Context: an optimization exercise on an open-source flow, tuned for small area and a short achievable clock period. The choices shown serve that exercise and are no tape-out recipe.
In this exercise RTL edits were held to simulation tests only and were not proved equivalent to the original.
No activity file was given, so power comes from the tool's default toggle rates.

File: design.v
module rf_wcell (
  input  logic q,
  input  logic d0,
  input  logic d1,
  input  logic h,
  input  logic s0,
  input  logic s1,
  output logic y
);
  assign y = (q & h) | (d0 & s0) | (d1 & s1);
endmodule
module rf_aoi3 (
  input  logic [2:0] sel,
  input  logic [2:0] d,
  output logic       y_n
);
  assign y_n = ~|(sel & d);
endmodule
module rf_rdbit (
  input  logic [32:0] sel,
  input  logic [32:0] d,
  output logic        y
);
  logic [10:0] g_n;
  for (genvar i = 0; i < 11; i++) begin : g_grp
    rf_aoi3 u_g (.sel(sel[3*i +: 3]), .d(d[3*i +: 3]), .y_n(g_n[i]));
  end
  assign y = ~&g_n;
endmodule
module regfile_mp_sb #(
  parameter int XLEN = 32,
  parameter int NREG = 32,
  parameter int AW   = 5,
  parameter int NRP  = 2
) (
  input  logic                clk,
  input  logic                reset,
  input  logic [NRP*AW-1:0]   rd_addr,
  output logic [NRP*XLEN-1:0] rd_data,
  output logic [NRP-1:0]      rd_busy,
  input  logic                wb0_en,
  input  logic [AW-1:0]       wb0_addr,
  input  logic [XLEN-1:0]     wb0_data,
  input  logic                wb1_en,
  input  logic [AW-1:0]       wb1_addr,
  input  logic [XLEN-1:0]     wb1_data,
  input  logic                iss_en,
  input  logic [AW-1:0]       iss_addr,
  output logic [AW:0]         busy_cnt
);
  logic [XLEN-1:0] regs [1:NREG-1];
  logic [XLEN-1:0] regs_d [1:NREG-1];
  logic [NREG-1:1] busy_q;
  logic [NREG-1:1] busy_d;
  logic [NREG-1:1] w0_dec, w1_dec, iss_dec;
  logic [NREG-1:1] sel_h, sel_0, sel_1;
  logic [AW:0]     cnt_d;
  logic            inc, dec0, dec1;
  always_comb begin
    for (int r = 1; r < NREG; r++) begin
      w0_dec[r]  = wb0_en && (wb0_addr == r[AW-1:0]);
      w1_dec[r]  = wb1_en && (wb1_addr == r[AW-1:0]);
      iss_dec[r] = iss_en && (iss_addr == r[AW-1:0]);
    end
  end
  always_comb begin
    for (int r = 1; r < NREG; r++) begin
      sel_1[r] = !reset && w1_dec[r];
      sel_0[r] = !reset && w0_dec[r] && !w1_dec[r];
      sel_h[r] = !reset && !w0_dec[r] && !w1_dec[r];
    end
  end
  for (genvar r = 1; r < NREG; r++) begin : g_reg
    for (genvar b = 0; b < XLEN; b++) begin : g_bit
      rf_wcell u_w (
        .q(regs[r][b]), .d0(wb0_data[b]), .d1(wb1_data[b]),
        .h(sel_h[r]), .s0(sel_0[r]), .s1(sel_1[r]), .y(regs_d[r][b])
      );
    end
  end
  always_ff @(posedge clk) begin
    for (int r = 1; r < NREG; r++)
      regs[r] <= regs_d[r];
  end
  always_comb begin
    for (int r = 1; r < NREG; r++)
      busy_d[r] = iss_dec[r] || (busy_q[r] && !w0_dec[r] && !w1_dec[r]);
  end
  always_comb begin
    inc  = 1'b0;
    dec0 = 1'b0;
    dec1 = 1'b0;
    for (int r = 1; r < NREG; r++) begin
      inc  = inc  | (iss_dec[r] && !busy_q[r]);
      dec0 = dec0 | (w0_dec[r] && busy_q[r] && !iss_dec[r]);
      dec1 = dec1 | (w1_dec[r] && !w0_dec[r] && busy_q[r] && !iss_dec[r]);
    end
    cnt_d = busy_cnt + {{AW{1'b0}}, inc} - {{AW{1'b0}}, dec0} - {{AW{1'b0}}, dec1};
  end
  always_ff @(posedge clk) begin
    if (reset) begin
      busy_q   <= '0;
      busy_cnt <= '0;
    end else begin
      busy_q   <= busy_d;
      busy_cnt <= cnt_d;
    end
  end
  for (genvar p = 0; p < NRP; p++) begin : g_rd
    logic [AW-1:0]   addr;
    logic [NREG-1:1] rdec;
    logic [NREG:0]   sel;
    logic            hb0, hb1, iss_a;
    logic            busy;
    assign addr = rd_addr[p*AW +: AW];
    always_comb begin
      for (int r = 1; r < NREG; r++)
        rdec[r] = (addr == r[AW-1:0]);
    end
    assign hb1   = wb1_en && (wb1_addr == addr) && (addr != '0);
    assign hb0   = wb0_en && (wb0_addr == addr) && (addr != '0) && !hb1;
    assign iss_a = iss_en && (iss_addr == addr);
    always_comb begin
      sel[0]    = hb0;
      sel[NREG] = hb1;
      for (int r = 1; r < NREG; r++)
        sel[r] = rdec[r] && !w0_dec[r] && !w1_dec[r];
    end
    for (genvar b = 0; b < XLEN; b++) begin : g_bit
      logic [NREG:0] d;
      always_comb begin
        d[0]    = wb0_data[b];
        d[NREG] = wb1_data[b];
        for (int r = 1; r < NREG; r++)
          d[r] = regs[r][b];
      end
      rf_rdbit u_rd (.sel(sel), .d(d), .y(rd_data[p*XLEN + b]));
    end
    always_comb begin
      busy = 1'b0;
      for (int r = 1; r < NREG; r++)
        busy = busy | (rdec[r] && busy_q[r]);
      busy = busy && (!(hb0 || hb1) || iss_a);
    end
    assign rd_busy[p] = busy;
  end
endmodule
File: run.sh
#!/bin/bash
# synth_recipe.tcl (not shown) runs the flow's synth.tcl, then flattens the netlist and writes it again
# the make line also repeats each setting of config.mk as NAME=value (left out here)
make -C /OpenROAD-flow-scripts/flow DESIGN_CONFIG=/design/flow/config.mk WORK_HOME=/design/flow/orfs CLKGATE_MAP_FILE= SYNTH_SCRIPT=/design/flow/synth_recipe.tcl finish
File: config.mk
export PLATFORM = sky130hd
export DESIGN_NAME = regfile_mp_sb
export DESIGN_NICKNAME = regfile_mp_sb
export VERILOG_FILES = /design/flow/design.v
export SDC_FILE = /design/flow/constraint.sdc
export NUM_CORES = 4
export LEC_CHECK = 0
export CAP_MARGIN = 20
export CORE_MARGIN = 2
export CORE_UTILIZATION = 40
export SLEW_MARGIN = 20
export SYNTH_HIERARCHICAL = 1
File: constraint.sdc
create_clock -name core_clock -period 8.0 [get_ports {clk}]
set_input_delay 1.6000 -clock core_clock [delete_from_list [all_inputs] [get_ports {clk}]]
set_output_delay 1.6000 -clock core_clock [all_outputs]
set_load 0.01 [all_outputs]
==> qor.yml <==
viasPerCell: 8.13
rows: 126
min_period_ns: 7.83
cpMostUsedCell: "clkdlybuf4s50_1"
fin_skew_ns: 0.00869
path_buf_inv: 3
synth.largest_area_cell: "dfxtp_1"
synth.top_cell.area_share_pct: 43.3
drcViolationCount: 0
synth.distinct_cells: 79
synth_commonest_cells: "a222oi_1 (1696), dfxtp_1 (1029), inv_1 (1004)"
clock_sinks: 1029
placed_cell_area_um2: 54800
drive_above_1_share_pct: 13.1
setup_viol: 0
cts_hold_buf: 0
syn_nets: 4903
p_int_mw: 8.56
p_switching_mw: 3.23
initial_core_util_pct: 40.3
die_w_um: 349
crit_path_max_fanout: 27
rsz0062_at_grt: "no"
final_nets: 5439
track_usage_pct: 43.2
wl_per_cell_um: 39.9
max_stage_delay_ns: 0.96
vias: 56780
cts-root-buf: "clkbuf_16"
tightest_slew_ns: 1.29
ys_seq_area_share_pct: 43.3
avgSynthCellArea_um2: 9.91
grt_pass1_vias: 51517
syn2layout_area_growth_pct: 24.3
clk_pin_slew_worst_paths_ns: 0.06
ir_drop_mv: 0.231
ant_nets: 0
dp.cells: 6740
ys_seq_elements: 1029
portBuffers: 165
finalMaxSlewViolations: 0
setup_tns_ns: 0
worstSetupPathType: "in2out"
hold_class: "reg2reg"
numCtsBuffers: 112
place_ws_ns: 0.562
ctsResizeCount: 0
place_congestion: 1.04
synthFlopType: "dfxtp_1"
place_hpwl_um: 167000
post-cts-setup-buffers: 0
maxCapViolCount: 0
crit_chain: "clkdlybuf4s50_1 > and2_1 > nand3_1 > nand2_1 > nor4_2 > buf_4 > a222oi_1 > nand4_1 > or3_1 > clkdlybuf4s50_1"
p_leak_nw: 27.6
cts_tree: "done"
grt_pass1_wl_um: 385000
async_flop_share_pct: 0
drtPass1Iterations: 17
synth_edf_count: 0
p_per_area_nw_per_um2: 199
end_kind: "output pin"
setup_ws_ns: 0.175
timing.final.hold_violations: 0
arrival_ns: 6.23
period_share_pct: 97.8
core_area_um2: 118000
yosysMostFrequentCell: "a222oi_1"
finalNonFillerCells: 6984
final_cell_area_um2: 59100
routed_wirelength_um: 279000
sequentialPowerShare_pct: 44.7
h-tree-depth: 3
slew_headroom_pct: 14.2
dieArea_um2: 122000
antenna_found_initial: 15
fmaxAchievable_ghz: 0.128
critPathSlowestCell: "nor4_2"
status: "finished clean"
synth_warnings: 10
grt_max_degree: 67
grt.overflow.total: 0
fillers: 11068
num_io_pins: 166
syn_area_um2: 47600
synth_cells: 4801
switching_share_pct: 27.4
cp_top_family: "simple AND/OR/NAND/NOR gates"
clk_path_buf_depth: 3
p_clk_share_pct: 45.7
comb_power_share_pct: 9.6
required_ns: 6.40
synth_area_leaders: "dfxtp_1 (43%), a222oi_1 (36%), inv_1 (7.9%), nand4_1 (2.0%), nand3_1 (1.2%)"
clk_latency_ns: 0.70
start_kind: "primary input"
die_h_um: 349
drt-initial-drc-count: 19747
## logic make-up (layout without fill, tap and decap cells)
logic type / after synthesis / in the layout / share of synthesized area [%]
and+or+nand+nor: 809 / 809 / 9.29
buffers and inverters: 1075 / 1709 / 8.66
other: 0 / 13 / 0
muxes: 14 / 14 / 0.384
DFF: 1029 / 1029 / 43.3
AOI/OAI and AO/OA: 1836 / 1836 / 37.6
adders and majority gates: 8 / 8 / 0.242
xor gates and xnor gates: 30 / 30 / 0.552
## power groups by stage
stage / clock network [mW] / logic (mW) / registers, mW
2_1_floorplan: 0 / 0.362 / 5.37
3_3_place_gp: 0 / 1.02 / 5.38
3_5_place_dp: 0 / 1.04 / 5.38
4_1_cts: 5.37 / 1.04 / 5.27
5_1_grt: 5.59 / 1.13 / 5.28
6_report: 5.39 / 1.13 / 5.27
## layout by cell type, fill, tap and decap left out, types with 13 or more instances in the layout
cell type and count:
a222oi_1 1696, dfxtp_1 1029, inv_1 1004, buf_4 260, clkdlybuf4s50_1 164, nand4_1 153, nand2_1 126, nand3_1 116
clkbuf_16 114, nor2_4 77, or3_1 66, nor2_1 58, nor3_2 54, buf_12 39, a21oi_1 31, clkbuf_8 28
clkbuf_1 28, buf_16 26, o21ai_0 23, xor2_1 23, clkinv_2 23, nand2b_1 20, nor4_2 20, o22ai_1 19
nor3_1 19, diode_2 13, nor2b_1 13
## metrics by stage
stage	utilization [%]	power, mW	hold slack [ns]
detailed placement	46.4	6.42	0.503
CTS	49.6	11.7	0.519
floorplan	-	5.73	0.476
global route	50.1	12.0	0.538
global placement	45.9	6.40	0.494
finish	50.1	11.8	0.518
## cell type report
class                           count  area [um2]  share of cell area, %
Timing Repair Buffer              493        5150                   8.71
Inverter                         1004        3770                   6.37
Clock inverter                     42         445                  0.753
Tap cell                         1536        1920                   3.25
Antenna cell                       13        32.5                 0.0550
Clock buffer                      170        3340                   5.65
Sequential cell                  1029       20600                   34.8
Multi-Input combinational cell   2697       23900                   40.4
## final timing paths
| path | depth (start not counted) | slack (ns) | startpoint | endpoint |
|---|---|---|---|---|
| worst max-delay path | 10 | 0.17 | wb1_addr[1] | rd_data[45] |
| worst min-delay path | 2 | 0.52 | regs[28][9] | regs[28][9] |
| worst max register to register | 14 | 3.93 | busy_q[7] | busy_cnt[5] |
| worst min register to register | 2 | 0.52 | regs[28][9] | regs[28][9] |
## per-module statistics from Yosys (local to each module, per instance)
| module | flops+latches | cell area, um2 | times used |
|---|---|---|---|
| rf_wcell | 0 | 13.8 | 992 |
| regfile_mp_sb | 1029 | 25400 | 1 |
| rf_aoi3 | 0 | 10.0 | 704 |
| rf_rdbit | 0 | 23.8 | 64 |
## registers in the layout, indices dropped and copies added (netlist names)
name      flops
regs        992
busy_cnt      6
busy_q       31
## routing by layer
layer	vias up	global-route usage, %	share of wire, %
met5	-	0.280	0.025
met4	10	34.0	10
met3	1382	14.5	17
met2	5993	61.6	40
met1	26970	53.1	33
li1	22425	-	-
## tightest hold or removal path, delay by kind of cell, from the launching register on
| kind | cells | cell delay, ns |
|---|---|---|
| buffers and inverters | 1 | 0.05 |
| DFF | 1 | 0.34 |
| AOI/OAI and AO/OA | 1 | 0.10 |

[static timing again, ports no longer ideal]
The flow's constraints put no driver on any port. The routed layout listed below was extracted and timed again, unchanged, in two steps.
Step 1 sets driving cells, clkbuf_16 on the clock port and buf_2 on the other inputs (assumed; they add their load-dependent delay and slew).
Step 2 times the ports against the registers' clock, not the clock port: input delays grow and output delays shrink by t, the midpoint of the rising clock arrivals with the driver on.
Three values: ideal ports, drivers, drivers and shift; two values: the first two.
t, ns: 0.815
slack for setup (ns): 0.175 / 0.086 / 0.086
slew at the worst register clock pin (ns): 0.07 / 0.07
After both steps setup and hold are still met in this run. For this run, drivers alone change the setup slack by -0.089 ns; drivers and shift together by -0.089 ns.
